Source: an optimization exercise on an open RTL-to-GDS flow (aim: small area and a short achievable clock period). Production flows keep margins and buffers that such runs may drop. At most, simulation tests tie the RTL to the original design; equivalence was not proved.

## varcic_mc
module varcic_mc #(
  parameter int STAGES    = 5,
  parameter int IN_WIDTH  = 18,
  parameter int OUT_WIDTH = 18,
  parameter int ACC_WIDTH = 48,
  parameter int CHANNELS  = 2
) (
  input  logic                          clock,
  input  logic                          reset,
  input  logic [5:0]                    decimation,
  input  logic [5:0]                    out_shift,
  input  logic                          in_strobe,
  input  logic [CHANNELS*IN_WIDTH-1:0]  in_data,
  output logic                          out_strobe,
  output logic [CHANNELS*OUT_WIDTH-1:0] out_data,
  output logic                          overflow
);
  localparam int W = ACC_WIDTH;
  logic [5:0]   dec_eff;
  logic [5:0]   r_lat;
  logic         r_one;
  logic [5:0]   cnt;
  logic [5:0]   s_cur;
  logic [4:0]   s_lat;
  logic [30:0]  s_mask;
  logic [3:0]   s_lo;
  logic [7:0]   s_hi;
  logic         dec_change;
  logic         clr;
  logic         comb_strobe;
  logic [2:0]   flush_cnt;
  logic         flush_done;
  logic         out_en;
  logic [W-1:0]         c_rnd [CHANNELS];
  logic [30:0]          c_sat [CHANNELS];
  logic [CHANNELS*OUT_WIDTH-1:0] out_d;
  logic [CHANNELS-1:0]  sat_hit;
  logic                          out_strobe_r;
  logic [CHANNELS*OUT_WIDTH-1:0] out_data_r;
  logic                          overflow_r;
  assign dec_eff    = (decimation == 6'd0) ? 6'd1 : decimation;
  assign dec_change = (dec_eff != r_lat);
  assign clr        = reset | dec_change;
  ...
Size: about 6300 cells after synthesis, ~1300 flip-flops, roughly 89 I/O pins.
==> module varcic_same, before the edit <==
module varcic_same (
  input  logic [30:0] cs,
  input  logic [30:0] mask,
  output logic        same
);
  assign same = (&(cs | ~mask)) | (&(~cs | ~mask));
endmodule
==> module varcic_out, before the edit <==
module varcic_out (
  input  logic [47:0] c,
  input  logic [30:0] cs,
  input  logic [3:0]  oh_lo,
  input  logic [7:0]  oh_hi,
  input  logic [30:0] mask,
  input  logic        load,
  input  logic        clear,
  input  logic [17:0] q,
  output logic [17:0] d,
  output logic        hit
);
  logic [45:0] m;
  logic [17:0] r, dn, ds;
  logic        same_lo, same_hi;
  varcic_same u_same_lo (.cs(cs), .mask(mask), .same(same_lo));
  varcic_same u_same_hi (.cs(cs), .mask(mask), .same(same_hi));
  always_comb begin
    for (int p = 0; p < 46; p++) begin
      m[p] = 1'b0;
      for (int u = 0; u < 4; u++) begin
        if (p + u < 48) m[p] = m[p] | (c[p+u] & oh_lo[u]);
      end
    end
    for (int i = 0; i < 18; i++) begin
      r[i] = 1'b0;
      for (int w = 0; w < 8; w++) begin
        if (i + 4 * w < 46) r[i] = r[i] | (m[i+4*w] & oh_hi[w]);
      end
    end
    hit  = ~same_hi;
    for (int i = 0; i < 18; i++) begin
      dn[i] = ~clear & (load ? r[i] : q[i]);
      ds[i] = ~clear & (load ? ((i == 17) ? cs[30] : ~cs[30]) : q[i]);
    end
    d[8:0]  = same_lo ? dn[8:0] : ds[8:0];
    d[17:9] = same_hi ? dn[17:9] : ds[17:9];
  end
endmodule
==> flow/config.mk <==
export PLATFORM = sky130hd
export DESIGN_NAME = varcic_mc
export DESIGN_NICKNAME = varcic_mc
export VERILOG_FILES = /design/flow/design.v
export SDC_FILE = /design/flow/constraint.sdc
export NUM_CORES = 4
export LEC_CHECK = 0
export CAP_MARGIN = 20
export CORE_MARGIN = 2
export CORE_UTILIZATION = 55
export CTS_BUF_LIST = sky130_fd_sc_hd__clkbuf_16
export CTS_CLUSTER_DIAMETER = 90
export CTS_CLUSTER_SIZE = 27
export SLEW_MARGIN = 20
export SYNTH_HIERARCHICAL = 1
export SYNTH_MINIMUM_KEEP_SIZE = 0
==> flow/constraint.sdc <==
create_clock -name core_clock -period 16.0 [get_ports {clock}]
set_input_delay 3.2000 -clock core_clock [delete_from_list [all_inputs] [get_ports {clock}]]
set_output_delay 3.2000 -clock core_clock [all_outputs]
set_load 0.01 [all_outputs]
standard.sh (not shown) runs the stock make flow with config.mk's settings and CLKGATE_MAP_FILE= SYNTH_SCRIPT=/design/flow/synth_recipe.tcl, a recipe that flattens the netlist after the stock synthesis.
==> flow/flow/run.sh <==
#!/bin/bash
set -euo pipefail
export SETUP_SLACK_MARGIN=11.45
export BUFFER_PORTS_ARGS="-buffer_cell sky130_fd_sc_hd__buf_4"
bash standard.sh > standard_flow.log 2>&1
Next try:
--- a/flow/design.v
+++ b/flow/design.v
@@ -68,15 +68,8 @@
     for (int j = 0; j < 29; j++) k[j] = hi[(j + 1) >> 3] & lo[(j + 1) & 7];
     k[29] = (|hi[7:4]) | (hi[3] & (lo[6] | lo[7]));
   end
 endmodule
-module varcic_same (
-  input  logic [30:0] cs,
-  input  logic [30:0] mask,
-  output logic        same
-);
-  assign same = (&(cs | ~mask)) | (&(~cs | ~mask));
-endmodule
 module varcic_out (
   input  logic [47:0] c,
   input  logic [30:0] cs,
   input  logic [3:0]  oh_lo,
@@ -89,11 +82,9 @@
   output logic        hit
 );
   logic [45:0] m;
   logic [17:0] r, dn, ds;
-  logic        same_lo, same_hi;
-  varcic_same u_same_lo (.cs(cs), .mask(mask), .same(same_lo));
-  varcic_same u_same_hi (.cs(cs), .mask(mask), .same(same_hi));
+  logic        same;
   always_comb begin
     for (int p = 0; p < 46; p++) begin
       m[p] = 1'b0;
       for (int u = 0; u < 4; u++) begin
@@ -105,15 +96,15 @@
       for (int w = 0; w < 8; w++) begin
         if (i + 4 * w < 46) r[i] = r[i] | (m[i+4*w] & oh_hi[w]);
       end
     end
-    hit  = ~same_hi;
+    same = (&(cs | ~mask)) | (&(~cs | ~mask));
+    hit  = ~same;
     for (int i = 0; i < 18; i++) begin
       dn[i] = ~clear & (load ? r[i] : q[i]);
       ds[i] = ~clear & (load ? ((i == 17) ? cs[30] : ~cs[30]) : q[i]);
     end
-    d[8:0]  = same_lo ? dn[8:0] : ds[8:0];
-    d[17:9] = same_hi ? dn[17:9] : ds[17:9];
+    d = same ? dn : ds;
   end
 endmodule
 module varcic_mc #(
   parameter int STAGES    = 5,
Outcome:
- The changed run ran to the end with no violations
- clock skew is higher by 0.0061 ns
- wire length is lower by a few percent
- cell count is lower by a few percent
- fmax is higher slightly
- synthesized area is lower slightly
- via count is lower slightly
- clock-buffer cell count is lower by 1
- design area is lower slightly
- register-to-register slack gains 0.09 ns
- first-iteration DRC count is higher by a few percent
Function not checked in the first run of this note: the RTL went through the layout flow alone.

[static timing again, ports no longer ideal]
Ports are ideal in the flow. The routed layouts listed here were re-timed in OpenROAD.
Step 1 (the two cells are an assumption about what drives the block):
set clk [get_ports {clock}]
set_driving_cell -lib_cell sky130_fd_sc_hd__clkbuf_16 $clk
set_driving_cell -lib_cell sky130_fd_sc_hd__buf_2 [delete_from_list [all_inputs] $clk]
Step 2 adds t to the input delays and takes it off the output delays; t is the mean of the earliest and latest rising clock arrival at the registers after step 1. Input paths then give back, and output paths get back, about the clock's delay inside the block.
Three values: no drivers, after step 1, after step 2; two values: the first two.
| run | shift t [ns] | setup WS [ns] | hold WS [ns] |
|---|---|---|---|
| the first run | 0.789 | 11.141 / 11.141 / 10.496 | 0.426 / 0.426 / 0.426 |
| the second run | 0.783 | 11.228 / 11.228 / 10.632 | 0.430 / 0.430 / 0.430 |
After both steps setup and hold are still met in every run listed. For the first run, which loses most, drivers alone change the setup slack by 0.000 ns; drivers and shift together by -0.645 ns.
